From an optimization exercise on the open Yosys and OpenROAD flow, aimed at small area, a short achievable clock period and few clock cycles per item; shortcuts taken in it are not production practice.
In this exercise RTL edits were held to simulation tests only and were not proved equivalent to the original.
No activity file was given, so power comes from the tool's default toggle rates.

==> inputs of 12-14 <==
==> flow/design.v (excerpt) <==
module ooo_core #(
	parameter int CUT_H = 3   
) (
	input  wire                       clock,
	input  wire                       reset,
	input  wire                       in_valid,
	input  wire [47:0]                in_instr_bits,   
	output logic                      dispatch_ready,
	output logic                      commit_valid,
	output logic [3:0]                commit_reg,
	output logic [31:0]               commit_value
);
	isa_pkg::instr_t in_instr;
	assign in_instr = isa_pkg::instr_t'(in_instr_bits);
	logic            rdy;       
	logic            ir_v;
	isa_pkg::instr_t ir;
	logic            ir_dep;    
	assign dispatch_ready = rdy;
	assign ir_dep = in_instr.rs1 == ir.rd || (!in_instr.use_imm && in_instr.rs2 == ir.rd);
	always_ff @(posedge clock) begin
		if (reset) begin
			rdy  <= 1'b1;
			ir_v <= 1'b0;
		end else begin
			rdy <= !(rdy && in_valid && ir_v && ir.op == isa_pkg::OP_MUL && ir_dep);
			if (rdy)
				ir_v <= in_valid;
		end
	end
	always_ff @(posedge clock) begin
		if (rdy)
			ir <= in_instr;
	end
  ...
==> module rename_table, before the edit <==
module rename_table (
	input  wire        clock,
	input  wire        reset,
	input  wire [3:0]  rs1,
	input  wire [3:0]  rs2,
	output logic [31:0] rd1,
	output logic [31:0] rd2,
	input  wire        we,
	input  wire [3:0]  wreg,
	input  wire [31:0] wdata
);
	logic [31:0] regs [16];
	logic [15:0] written;
	always_comb begin
		rd1 = '0;
		rd2 = '0;
		for (int i = 0; i < 16; i++) begin
			rd1 = rd1 | ({32{written[i] && rs1 == 4'(i)}} & regs[i]);
			rd2 = rd2 | ({32{written[i] && rs2 == 4'(i)}} & regs[i]);
		end
	end
	always_ff @(posedge clock) begin
		if (reset)
			written <= '0;
		else if (we)
			written[wreg] <= 1'b1;
	end
	always_ff @(posedge clock) begin
		if (we)
			regs[wreg] <= wdata;
	end
endmodule
==> module ooo_core, before the edit <==
module ooo_core #(
	parameter int CUT_H = 3   
) (
	input  wire                       clock,
	input  wire                       reset,
	input  wire                       in_valid,
	input  wire [47:0]                in_instr_bits,   
	output logic                      dispatch_ready,
	output logic                      commit_valid,
	output logic [3:0]                commit_reg,
	output logic [31:0]               commit_value
);
	isa_pkg::instr_t in_instr;
	assign in_instr = isa_pkg::instr_t'(in_instr_bits);
	logic            rdy;       
	logic            ir_v;
	isa_pkg::instr_t ir;
	logic            ir_dep;    
	assign dispatch_ready = rdy;
	assign ir_dep = in_instr.rs1 == ir.rd || (!in_instr.use_imm && in_instr.rs2 == ir.rd);
	always_ff @(posedge clock) begin
		if (reset) begin
			rdy  <= 1'b1;
			ir_v <= 1'b0;
		end else begin
			rdy <= !(rdy && in_valid && ir_v && ir.op == isa_pkg::OP_MUL && ir_dep);
			if (rdy)
				ir_v <= in_valid;
		end
	end
	always_ff @(posedge clock) begin
		if (rdy)
			ir <= in_instr;
	end
	logic        ex1_v;
	logic [2:0]  ex1_op;
	logic        ex1_sub;
	logic        ex1_mul;
	logic [3:0]  ex1_rd;
	logic [31:0] ex1_a;
	logic [31:0] ex1_b;
	logic [31:0] alu_y;
	logic        ex2_v;
	logic [3:0]  ex2_rd;
	logic [CUT_H*32-1:0] ex2_rows;
	logic [31:0] fin;
	logic [31:0] rd1;
	logic [31:0] rd2;
	logic        a_ex1, a_ex2, b_ex1, b_ex2;
	rename_table regfile (
		.clock (clock),
		.reset (reset),
		.rs1   (ir.rs1),
		.rs2   (ir.rs2),
		.rd1   (rd1),
		.rd2   (rd2),
		.we    (ex2_v),
		.wreg  (ex2_rd),
		.wdata (fin)
	);
	assign a_ex1 = ex1_v && ex1_rd == ir.rs1;
	assign a_ex2 = ex2_v && ex2_rd == ir.rs1;
	assign b_ex1 = ex1_v && ex1_rd == ir.rs2 && !ir.use_imm;
	assign b_ex2 = ex2_v && ex2_rd == ir.rs2;
	always_ff @(posedge clock) begin
		if (reset)
			ex1_v <= 1'b0;
		else
			ex1_v <= ir_v && rdy;
		ex1_op  <= ir.op;
		ex1_sub <= ir.op == isa_pkg::OP_SUB || ir.op == isa_pkg::OP_SLT;
		ex1_mul <= ir.op == isa_pkg::OP_MUL;
		ex1_rd  <= ir.rd;
		ex1_a   <= a_ex1 ? alu_y : (a_ex2 ? fin : rd1);
		ex1_b   <= b_ex1 ? alu_y : (ir.use_imm ? ir.imm : (b_ex2 ? fin : rd2));
	end
	logic [CUT_H*32-1:0] tree;
	alu_unit alu (
		.op  (ex1_op),
		.sub (ex1_sub),
		.a   (ex1_a),
		.b   (ex1_b),
		.y   (alu_y)
	);
	mul_tree mul1 (
		.en (ex1_mul),
		.a  (ex1_a),
		.b  (ex1_b),
		.r  (tree)
	);
	always_ff @(posedge clock) begin
		if (reset)
			ex2_v <= 1'b0;
		else
			ex2_v <= ex1_v;
		ex2_rd   <= ex1_rd;
		ex2_rows <= tree | {{(CUT_H-1)*32{1'b0}}, alu_y};
	end
	mul_final mul2 (
		.r (ex2_rows),
		.y (fin)
	);
	always_ff @(posedge clock) begin
		if (reset)
			commit_valid <= 1'b0;
		else
			commit_valid <= ex2_v;
		commit_reg   <= ex2_rd;
		commit_value <= fin;
	end
endmodule
==> module alu_unit, before the edit <==
module alu_unit (
	input  wire [2:0]  op,
	input  wire        sub,    
	input  wire [31:0] a,
	input  wire [31:0] b,
	output logic [31:0] y
);
	logic [31:0] sum;
	logic        lt;
	assign sum = a + (sub ? ~b : b) + {31'd0, sub};
	assign lt  = (a[31] ^ b[31]) ? a[31] : sum[31];
	always_comb begin
		case (op)
			3'd0, 3'd1: y = sum;
			3'd2:       y = a & b;
			3'd3:       y = a | b;
			3'd4:       y = a ^ b;
			3'd5:       y = {31'd0, lt};
			default:    y = 32'd0;
		endcase
	end
endmodule
clock: 10.0 ns
lec_check: 0
cap_margin: 20
core_margin: 2
core_utilization: 40
slew_margin: 20
standard.sh (not shown) runs the stock make flow with config.mk's settings and CLKGATE_MAP_FILE= SYNTH_SCRIPT=/design/flow/synth_recipe.tcl, a recipe that flattens the netlist after the stock synthesis.
==> flow/flow/run.sh <==
#!/bin/bash
set -euo pipefail
bash standard.sh SETUP_SLACK_MARGIN=6 CTS_BUF_LIST=sky130_fd_sc_hd__clkbuf_16 \
	CTS_CLUSTER_SIZE=30 CTS_CLUSTER_DIAMETER=60 finish > standard_flow.log 2>&1
==> inputs of 02-10, as changes to 12-14 <==
--- a/flow/design.v
+++ b/flow/design.v
@@ -65,10 +65,4 @@
 	logic [15:0] written;
-	always_comb begin
-		rd1 = '0;
-		rd2 = '0;
-		for (int i = 0; i < 16; i++) begin
-			rd1 = rd1 | ({32{written[i] && rs1 == 4'(i)}} & regs[i]);
-			rd2 = rd2 | ({32{written[i] && rs2 == 4'(i)}} & regs[i]);
-		end
-	end
+	assign rd1 = written[rs1] ? regs[rs1] : 32'd0;
+	assign rd2 = written[rs2] ? regs[rs2] : 32'd0;
 	always_ff @(posedge clock) begin
@@ -1720,3 +1714,2 @@
 	logic        ex1_sub;
-	logic        ex1_mul;
 	logic [3:0]  ex1_rd;
@@ -1754,3 +1747,2 @@
 		ex1_sub <= ir.op == isa_pkg::OP_SUB || ir.op == isa_pkg::OP_SLT;
-		ex1_mul <= ir.op == isa_pkg::OP_MUL;
 		ex1_rd  <= ir.rd;
@@ -1768,3 +1760,3 @@
 	mul_tree mul1 (
-		.en (ex1_mul),
+		.en (ex1_op == isa_pkg::OP_MUL),
 		.a  (ex1_a),
==> flow/run.sh (new file) <==
#!/bin/bash
# synth_recipe.tcl (not shown) runs the flow's synth.tcl, then flattens the netlist and writes it again
# the make line also repeats each setting of config.mk as NAME=value (left out here)
make -C /OpenROAD-flow-scripts/flow DESIGN_CONFIG=/design/flow/config.mk WORK_HOME=/design/flow/orfs CLKGATE_MAP_FILE= SYNTH_SCRIPT=/design/flow/synth_recipe.tcl finish
removed: flow/flow/run.sh
removed: flow/standard.sh
==> inputs of 07-20, as changes to 12-14 <==
--- a/flow/design.v
+++ b/flow/design.v
@@ -93,5 +93,7 @@
 );
+	logic [31:0] bx;    
 	logic [31:0] sum;
 	logic        lt;
-	assign sum = a + (sub ? ~b : b) + {31'd0, sub};
+	assign bx  = sub ? ~b : b;
+	assign sum = a + bx + {31'd0, sub};
 	assign lt  = (a[31] ^ b[31]) ? a[31] : sum[31];
@@ -100,5 +102,5 @@
 			3'd0, 3'd1: y = sum;
-			3'd2:       y = a & b;
-			3'd3:       y = a | b;
-			3'd4:       y = a ^ b;
+			3'd2:       y = a & bx;
+			3'd3:       y = a | bx;
+			3'd4:       y = a ^ bx;
 			3'd5:       y = {31'd0, lt};
==> flow/flow/run.sh (replaced) <==
#!/bin/bash
set -euo pipefail
bash standard.sh SETUP_SLACK_MARGIN=6.3 CTS_BUF_LIST=sky130_fd_sc_hd__clkbuf_16 \
	CTS_CLUSTER_SIZE=30 CTS_CLUSTER_DIAMETER=60 finish > standard_flow.log 2>&1
==> run summary <==
The lowest synthesized cell count belongs to 02-10, the highest to 07-20.
Against 02-10, the critical path depth of 12-14 is lower by 3.
Clock power: 12-14 < 07-20 < 02-10.
Of 12-14 and 07-20, 07-20 has the higher combinational power (gap about 18%, measured against 07-20).
Count of clock-buffer cells in the layout: 12-14 is lower than 07-20 (6).
Between 12-14 and 02-10, the lower area after synthesis is in 12-14 (gap about 5%, measured against 02-10).
Against 07-20, the sequential share of layout area of 12-14 is higher by 1.3 points.
==> figures <==
| quantity | 12-14 | 02-10 | 07-20 |
|---|---|---|---|
| Syn Nets | 4548 | 4109 | 4523 |
| Count of clock buffers in the final design | 69 | 112 | 75 |
| Critical Path Fanout Max | 19 | 55 | 8 |
| Sw Ratio | 30.0% | 32.5% | 30.1% |
| Crit. Startpoint | ex2_rows[7] | ex1_op[0] | ex1_b[3] |
| Result of the run | finished clean | finished clean | finished clean |
| Number of cells on the worst reg-to-reg path | 11 | 14 | 12 |
| Via count of the first global-routing pass | 35.4k | 31.9k | 36.4k |
| CTS Buf Count | 66 | 86 | 73 |
| Gp weighted congestion | 0.926 | 0.925 | 0.955 |
| Cell repeated most along the worst path | - | sky130_fd_sc_hd__fa_1 | sky130_fd_sc_hd__fa_2 |
| Signal arrival time at the worst endpoint | 4510 ps | 6440 ps | 4570 ps |
| Fraction of post-synthesis cell area in the top cell type by area | 36.7% | 34.8% | 36.8% |
| Share of the synthesized netlist area taken by xor and xnor gates | 7.37% | 6.92% | 6.99% |
| Non-clock inverters | 255 | 297 | 289 |
| Total of flip-flops plus latches after synthesis | 786 | 793 | 786 |
Testbench counts of 12-14, summed over its fixed seeds: cycles 16,483, items 16,000.
Testbench counts of 02-10, summed over its fixed seeds: cycles 16,483, items 16,000.
Testbench counts of 07-20, summed over its fixed seeds: cycles 16,483, items 16,000.

## separate check: timing with driven ports
The flow's constraints put no driver on any port. The routed layouts listed below were extracted and timed again, unchanged, in two steps.
Step 1 (the two cells are an assumption about what drives the block):
set clk [get_ports {clock}]
set_driving_cell -lib_cell sky130_fd_sc_hd__clkbuf_16 $clk
set_driving_cell -lib_cell sky130_fd_sc_hd__buf_2 [delete_from_list [all_inputs] $clk]
Step 2 also shifts input and output timing later by t, the mid clock arrival at the registers, as if the neighbouring blocks saw the same clock.
a / b / c = no drivers / after step 1 / after step 2; a / b = the first two.
| run | shift t [ns] | setup WS [ns] | slew at the worst register clock pin (ns) | cell pins on the clock port's net |
|---|---|---|---|---|
| 12-14 | 0.745 | 5.980 / 5.980 / 5.980 | 0.10 / 0.10 | 1 |
| 02-10 | 0.746 | 4.105 / 4.105 / 4.105 | 0.07 / 0.07 | 1 |
| 07-20 | 0.758 | 6.015 / 6.015 / 6.015 | 0.11 / 0.11 | 1 |
After both steps every run listed still meets setup and hold.
